This is an optimization exercise on Yosys and OpenROAD, whose aim is small area, a short achievable clock period and few clock cycles per item, not a production implementation.
Function was checked by simulation only, so behaviour that the tests miss may differ from the original.

lane 1:
==> flow/design.v <==
package fcn_pkg;
   localparam int MaxTaps    = 64;
   localparam int SampleBits = 16;
   localparam int CoefBits   = 16;
   localparam int CountBits  = 9;
   typedef enum logic [1:0] {
      CMD_LOAD_TAP = 2'd0,
      CMD_PUSH     = 2'd1,
      CMD_FLUSH    = 2'd2,
      CMD_CLEAR    = 2'd3
   } cmd_type;
   typedef enum logic [0:0] {
      REG_TAP_COUNT = 1'd0,
      REG_NORMALISE = 1'd1
   } reg_index_type;
   typedef enum logic [2:0] {
      ST_IDLE,
      ST_CLEAR,
      ST_MAC,
      ST_DIV,
      ST_OUT
   } state_type;
   typedef struct packed {
      logic [1:0]              cmd;
      logic [7:0]              tap_index;
      logic signed [15:0]      coefficient;
      logic signed [SampleBits-1:0] sample;
   } req_type;
   typedef struct packed {
      logic signed [SampleBits-1:0] out_sample;
      logic                         saturated;
   } rsp_type;
   typedef struct packed {
      logic start;
      logic dividend_neg;
      logic divisor_neg;
   } div_ctrl_type;
endpackage
module fcn_divider #(
   parameter int NumBits = 48,
   parameter int DenBits = 32
) (
   input  logic                      clock,
   input  logic                      reset,
   input  fcn_pkg::div_ctrl_type     ctrl,
   input  logic [NumBits-1:0]        dividend_mag,
   input  logic [DenBits-1:0]        divisor_mag,
   output logic                      done,
   output logic signed [NumBits:0]   quotient
);
   localparam int CntBits = $clog2(NumBits + 1);
   logic [NumBits-1:0] quo_ff, quo_in;
   logic [DenBits:0]   rem_ff, rem_in;
   logic [DenBits-1:0] den_ff;
   logic [CntBits-1:0] cnt_ff, cnt_in;
   logic               busy_ff, busy_in, neg_ff, neg_in, done_ff, done_in;
   logic [DenBits:0]   trial;
   always_comb begin
      quo_in  = quo_ff;
      rem_in  = rem_ff;
      cnt_in  = cnt_ff;
      busy_in = busy_ff;
      neg_in  = neg_ff;
      done_in = 1'b0;
      trial   = {rem_ff[DenBits-1:0], quo_ff[NumBits-1]};
      if (ctrl.start) begin
         quo_in  = dividend_mag;
         rem_in  = '0;
         cnt_in  = CntBits'(NumBits);
         busy_in = 1'b1;
         neg_in  = ctrl.dividend_neg ^ ctrl.divisor_neg;
      end else if (busy_ff) begin
         if (trial >= {1'b0, den_ff}) begin
            rem_in = trial - {1'b0, den_ff};
            quo_in = {quo_ff[NumBits-2:0], 1'b1};
         end else begin
            rem_in = trial;
            quo_in = {quo_ff[NumBits-2:0], 1'b0};
         end
         cnt_in = cnt_ff - 1'b1;
         if (cnt_ff == CntBits'(1)) begin
            busy_in = 1'b0;
            done_in = 1'b1;
         end
      end
   end
   always_ff @(posedge clock) begin
      if (reset) begin
         busy_ff <= 1'b0;
         done_ff <= 1'b0;
         cnt_ff  <= '0;
      end else begin
         busy_ff <= busy_in;
         done_ff <= done_in;
         cnt_ff  <= cnt_in;
      end
      quo_ff <= quo_in;
      rem_ff <= rem_in;
      neg_ff <= neg_in;
      if (ctrl.start) den_ff <= divisor_mag;
   end
   assign done     = done_ff;
   assign quotient = neg_ff ? -$signed({1'b0, quo_ff}) : $signed({1'b0, quo_ff});
endmodule
module fir_convolve_normalise #(
   parameter int MAX_TAPS    = fcn_pkg::MaxTaps
) (
   input  logic            clock,
   input  logic            reset,
   input  logic            req_valid,
   output logic            req_ready,
   input  logic [41:0]     req_data,
   output logic            rsp_valid,
   input  logic            rsp_ready,
   output logic [16:0]     rsp_data,
   input  logic            csr_valid,
   output logic            csr_ready,
   input  logic [0:0]      csr_index,
   input  logic [8:0]      csr_wdata
);
   localparam int SampleBits = fcn_pkg::SampleBits;
   localparam int AddrBits = $clog2(MAX_TAPS);
   localparam int CntBits  = AddrBits + 1;
   localparam int ProdBits = SampleBits + fcn_pkg::CoefBits;
   localparam int AccBits  = ProdBits + CntBits;
   localparam int GainBits = fcn_pkg::CoefBits + CntBits;
   localparam logic signed [AccBits:0] SatHigh = (AccBits+1)'((2 ** (SampleBits - 1)) - 1);
   localparam logic signed [AccBits:0] SatLow  = (AccBits+1)'(-(2 ** (SampleBits - 1)));
   fcn_pkg::state_type state_ff, state_in;
   logic signed [fcn_pkg::CoefBits-1:0] tap_mem [MAX_TAPS];
   logic signed [SampleBits-1:0]        hist_mem [MAX_TAPS];
   logic signed [fcn_pkg::CoefBits-1:0] tap_rd_ff;
   logic signed [SampleBits-1:0]        hist_rd_ff;
   logic [fcn_pkg::CountBits-1:0] tap_count_ff;
   logic                          norm_ff;
   logic [AddrBits-1:0]           wp_ff, wp_in;
   logic [CntBits-1:0]            idx_ff, idx_in, used_ff, used_in;
   logic                          rd_valid_ff, rd_valid_in;
   logic                          init_ff, init_in;
   logic signed [AccBits-1:0]     acc_ff, acc_in;
   logic signed [GainBits-1:0]    gain_ff, gain_in;
   logic signed [ProdBits-1:0]    prod_ff;
   logic                          prod_valid_ff;
   fcn_pkg::rsp_type              rsp_ff, rsp_in;
   logic                          rsp_valid_ff, rsp_valid_in;
   logic                 tap_we, hist_we;
   logic [AddrBits-1:0]  tap_waddr, hist_waddr, tap_raddr, hist_raddr;
   logic signed [fcn_pkg::CoefBits-1:0] tap_wdata;
   logic signed [SampleBits-1:0]        hist_wdata;
   fcn_pkg::div_ctrl_type div_ctrl;
   logic                  div_done;
   logic signed [AccBits:0] div_q;
   logic [AccBits-1:0]      acc_mag;
   logic [GainBits-1:0]     gain_mag;
   logic signed [AccBits:0] result_q;
   logic signed [AccBits-1:0] shifted;
   logic                    req_fire;
   fcn_pkg::req_type        req;
   assign req = fcn_pkg::req_type'(req_data);
   assign req_ready = (state_ff == fcn_pkg::ST_IDLE) && !init_ff && !rsp_valid_ff;
   assign req_fire  = req_valid && req_ready;
   assign csr_ready = 1'b1;
   always_ff @(posedge clock) begin
      if (reset) begin
         tap_count_ff <= fcn_pkg::CountBits'(256);
         norm_ff      <= 1'b1;
      end else if (csr_valid) begin
         case (csr_index)
            fcn_pkg::REG_TAP_COUNT: tap_count_ff <= csr_wdata;
            fcn_pkg::REG_NORMALISE: norm_ff      <= csr_wdata[0];
            default: ;
         endcase
      end
   end
   always_ff @(posedge clock) begin
      if (tap_we) tap_mem[tap_waddr] <= tap_wdata;
      tap_rd_ff <= tap_mem[tap_raddr];
   end
   always_ff @(posedge clock) begin
      if (hist_we) hist_mem[hist_waddr] <= hist_wdata;
      hist_rd_ff <= hist_mem[hist_raddr];
   end
   always_comb begin
      state_in = state_ff;
      case (state_ff)
         fcn_pkg::ST_IDLE:
            if (req_fire) begin
               case (req.cmd)
                  fcn_pkg::CMD_CLEAR: state_in = fcn_pkg::ST_CLEAR;
                  fcn_pkg::CMD_PUSH, fcn_pkg::CMD_FLUSH: state_in = fcn_pkg::ST_MAC;
                  default: state_in = fcn_pkg::ST_IDLE;
               endcase
            end
         fcn_pkg::ST_CLEAR:
            if (idx_ff == CntBits'(MAX_TAPS - 1)) state_in = fcn_pkg::ST_IDLE;
         fcn_pkg::ST_MAC:
            if (idx_ff >= used_ff && !rd_valid_ff && !prod_valid_ff) begin
               if (norm_ff && gain_ff != '0) state_in = fcn_pkg::ST_DIV;
               else state_in = fcn_pkg::ST_OUT;
            end
         fcn_pkg::ST_DIV:
            if (div_done) state_in = fcn_pkg::ST_OUT;
         fcn_pkg::ST_OUT: state_in = fcn_pkg::ST_IDLE;
         default: state_in = fcn_pkg::ST_IDLE;
      endcase
   end
   assign acc_mag  = acc_ff[AccBits-1] ? AccBits'(-acc_ff) : AccBits'(acc_ff);
   assign gain_mag = gain_ff[GainBits-1] ? GainBits'(-gain_ff) : GainBits'(gain_ff);
   assign shifted  = acc_ff >>> 15;
   fcn_divider #(.NumBits(AccBits), .DenBits(GainBits)) u_div (
      .clock, .reset, .ctrl(div_ctrl), .dividend_mag(acc_mag), .divisor_mag(gain_mag),
      .done(div_done), .quotient(div_q)
   );
   assign result_q = (norm_ff && gain_ff != '0) ? div_q : shifted;
   always_comb begin
      tap_we      = 1'b0;
      tap_waddr   = AddrBits'(req.tap_index);
      tap_wdata   = req.coefficient;
      hist_we     = 1'b0;
      hist_waddr  = wp_ff;
      hist_wdata  = (req.cmd == fcn_pkg::CMD_PUSH) ? req.sample : '0;
      tap_raddr   = idx_ff[AddrBits-1:0];
      hist_raddr  = (CntBits'(wp_ff) >= idx_ff) ? AddrBits'(CntBits'(wp_ff) - idx_ff) :
                    AddrBits'(CntBits'(wp_ff) + CntBits'(MAX_TAPS) - idx_ff);
      wp_in       = wp_ff;
      idx_in      = idx_ff;
      used_in     = used_ff;
      rd_valid_in = 1'b0;
      init_in     = init_ff;
      acc_in      = acc_ff;
      gain_in     = gain_ff;
      div_ctrl    = '0;
      rsp_in      = rsp_ff;
      rsp_valid_in = rsp_valid_ff && !rsp_ready;
      if (init_ff) begin
         tap_we     = 1'b1;
         tap_waddr  = idx_ff[AddrBits-1:0];
         tap_wdata  = '0;
         hist_we    = 1'b1;
         hist_waddr = idx_ff[AddrBits-1:0];
         hist_wdata = '0;
         idx_in     = idx_ff + 1'b1;
         if (idx_ff == CntBits'(MAX_TAPS - 1)) init_in = 1'b0;
      end
      case (state_ff)
         fcn_pkg::ST_IDLE:
            if (req_fire) begin
               idx_in = '0;
               case (req.cmd)
                  fcn_pkg::CMD_LOAD_TAP:
                     tap_we = (32'(req.tap_index) < MAX_TAPS);
                  fcn_pkg::CMD_CLEAR: wp_in = '0;
                  default: begin
                     hist_we = 1'b1;
                     used_in = (32'(tap_count_ff) > MAX_TAPS) ?
                               CntBits'(MAX_TAPS) : CntBits'(tap_count_ff);
                     acc_in  = '0;
                     gain_in = '0;
                  end
               endcase
            end
         fcn_pkg::ST_CLEAR: begin
            hist_we    = 1'b1;
            hist_waddr = idx_ff[AddrBits-1:0];
            hist_wdata = '0;
            idx_in     = idx_ff + 1'b1;
         end
         fcn_pkg::ST_MAC: begin
            if (idx_ff < used_ff) begin
               idx_in      = idx_ff + 1'b1;
               rd_valid_in = 1'b1;
            end
            if (rd_valid_ff) gain_in = gain_ff + tap_rd_ff;
            if (prod_valid_ff) acc_in = acc_ff + prod_ff;
            if (state_in != fcn_pkg::ST_MAC) begin
               wp_in = (wp_ff == AddrBits'(MAX_TAPS - 1)) ? '0 : wp_ff + 1'b1;
               div_ctrl.start = (state_in == fcn_pkg::ST_DIV);
               div_ctrl.dividend_neg = acc_ff[AccBits-1];
               div_ctrl.divisor_neg  = gain_ff[GainBits-1];
            end
         end
         fcn_pkg::ST_OUT: begin
            rsp_valid_in = 1'b1;
            if (result_q > SatHigh) begin
               rsp_in.out_sample = {1'b0, {(SampleBits-1){1'b1}}};
               rsp_in.saturated  = 1'b1;
            end else if (result_q < SatLow) begin
               rsp_in.out_sample = {1'b1, {(SampleBits-1){1'b0}}};
               rsp_in.saturated  = 1'b1;
            end else begin
               rsp_in.out_sample = SampleBits'(result_q);
               rsp_in.saturated  = 1'b0;
            end
         end
         default: ;
      endcase
   end
   always_ff @(posedge clock) begin
      if (reset) begin
         state_ff      <= fcn_pkg::ST_IDLE;
         wp_ff         <= '0;
         idx_ff        <= '0;
         used_ff       <= '0;
         rd_valid_ff   <= 1'b0;
         prod_valid_ff <= 1'b0;
         init_ff       <= 1'b1;
         rsp_valid_ff  <= 1'b0;
      end else begin
         state_ff      <= state_in;
         wp_ff         <= wp_in;
         idx_ff        <= idx_in;
         used_ff       <= used_in;
         rd_valid_ff   <= rd_valid_in;
         prod_valid_ff <= rd_valid_ff && (state_ff == fcn_pkg::ST_MAC);
         init_ff       <= init_in;
         rsp_valid_ff  <= rsp_valid_in;
      end
      acc_ff  <= acc_in;
      gain_ff <= gain_in;
      prod_ff <= tap_rd_ff * hist_rd_ff;
      rsp_ff  <= rsp_in;
   end
   assign rsp_valid = rsp_valid_ff;
   assign rsp_data  = rsp_ff;
endmodule
==> flow/config.mk <==
export PLATFORM = sky130hd
export DESIGN_NAME = fir_convolve_normalise
export DESIGN_NICKNAME = fir_convolve_normalise
export VERILOG_FILES = /design/flow/design.v
export SDC_FILE = /design/flow/constraint.sdc
export NUM_CORES = 4
export LEC_CHECK = 0
export CAP_MARGIN = 20
export CORE_MARGIN = 2
export CORE_UTILIZATION = 40
export SLEW_MARGIN = 20
==> flow/constraint.sdc <==
create_clock -name core_clock -period 8.0 [get_ports {clock}]
set_input_delay 1.6000 -clock core_clock [delete_from_list [all_inputs] [get_ports {clock}]]
set_output_delay 1.6000 -clock core_clock [all_outputs]
set_load 0.01 [all_outputs]
run.sh (not shown) runs the stock make flow with config.mk's settings and CLKGATE_MAP_FILE= SYNTH_SCRIPT=/design/flow/synth_recipe.tcl, a recipe that flattens the netlist after the stock synthesis.
Testbench counts of lane 1, summed over its fixed seeds: cycles 180,677, items 1,920.
Modified inputs, lane 2 compared to lane 1
-- flow/design.v --
<<< lane 1, line 50
);
   localparam int CntBits = $clog2(NumBits + 1);
   logic [NumBits-1:0] quo_ff, quo_in;
   logic [DenBits:0]   rem_ff, rem_in;
   logic [DenBits-1:0] den_ff;
   logic [CntBits-1:0] cnt_ff, cnt_in;
   logic               busy_ff, busy_in, neg_ff, neg_in, done_ff, done_in;
   logic [DenBits:0]   trial;
   always_comb begin
>>> lane 2, line 50
);
   localparam int CntBits = $clog2(NumBits + 1);
   localparam int QBits   = 17;
   logic [NumBits-1:0] quo_ff, quo_in;
   logic [DenBits:0]   rem_ff, rem_in;
   logic [DenBits-1:0] den_ff;
   logic [CntBits-1:0] cnt_ff, cnt_in;
   logic               busy_ff, busy_in, neg_ff, neg_in, done_ff, done_in, ovf_ff, ovf_in;
   logic [DenBits:0]   trial;
   always_comb begin
<<< lane 1, line 62
      busy_in = busy_ff;
      neg_in  = neg_ff;
      done_in = 1'b0;
      trial   = {rem_ff[DenBits-1:0], quo_ff[NumBits-1]};
      if (ctrl.start) begin
         quo_in  = dividend_mag;
         rem_in  = '0;
         cnt_in  = CntBits'(NumBits);
         busy_in = 1'b1;
         neg_in  = ctrl.dividend_neg ^ ctrl.divisor_neg;
>>> lane 2, line 63
      busy_in = busy_ff;
      neg_in  = neg_ff;
      ovf_in  = ovf_ff;
      done_in = 1'b0;
      trial   = {rem_ff[DenBits-1:0], quo_ff[NumBits-1]};
      if (ctrl.start) begin
         quo_in  = {dividend_mag[QBits-1:0], {(NumBits-QBits){1'b0}}};
         rem_in  = (DenBits+1)'(dividend_mag[NumBits-1:QBits]);
         ovf_in  = ((DenBits+1)'(dividend_mag[NumBits-1:QBits]) >= {1'b0, divisor_mag});
         cnt_in  = CntBits'(QBits);
         busy_in = 1'b1;
         neg_in  = ctrl.dividend_neg ^ ctrl.divisor_neg;
<<< lane 1, line 98
      rem_ff <= rem_in;
      neg_ff <= neg_in;
      if (ctrl.start) den_ff <= divisor_mag;
   end
   assign done     = done_ff;
   assign quotient = neg_ff ? -$signed({1'b0, quo_ff}) : $signed({1'b0, quo_ff});
endmodule
module fir_convolve_normalise #(
>>> lane 2, line 101
      rem_ff <= rem_in;
      neg_ff <= neg_in;
      ovf_ff <= ovf_in;
      if (ctrl.start) den_ff <= divisor_mag;
   end
   assign done     = done_ff;
   logic [NumBits-1:0] quo_mag;
   assign quo_mag  = ovf_ff ? NumBits'(1) << QBits : quo_ff;
   assign quotient = neg_ff ? -$signed({1'b0, quo_mag}) : $signed({1'b0, quo_mag});
endmodule
module fir_convolve_normalise #(
Findings:
[compare] base=lane 1 new=lane 2: sequential share of layout area went down by 0.65 points, met2 global-route usage went up by 1.8 points, sequential cell count of the final layout was more or less identical.
When lane 2 is set beside lane 1, its total non-filler cell area in the finished layout turns out to be 1.2% larger.
The clock period minus worst slack in lane 2 sits 0.038 ns above the value recorded for lane 1.
Compared with lane 1, in lane 2 post-route clock period utilization grew by 0.47 points.
Testbench counts of lane 2, summed over its fixed seeds: cycles 143,717, items 1,920.

## afterwards: timing with drivers on the ports
In the flow no input, the clock included, has a driving cell. The finished layouts below were timed again as built, in two steps. Step 1 assumes that a clkbuf_16 drives the clock port and a buf_2 every other input. Step 2 adds t to the input delays and takes it off the output delays; t is the mean of the earliest and latest rising clock arrival at the registers after step 1. Input paths then give back, and output paths get back, about the clock's delay inside the block. a / b / c = ideal / step 1 / step 2; a / b = the first two.
run	t (ns)	setup WS [ns]	worst register clock-pin slew, ns	worst slew at a driven data input, ns
lane 1	0.981	1.129 / 1.129 / 1.129	0.07 / 0.07	0.27
lane 2	0.978	1.091 / 1.091 / 1.091	0.08 / 0.08	0.11
After both steps setup and hold are still met in every run listed.
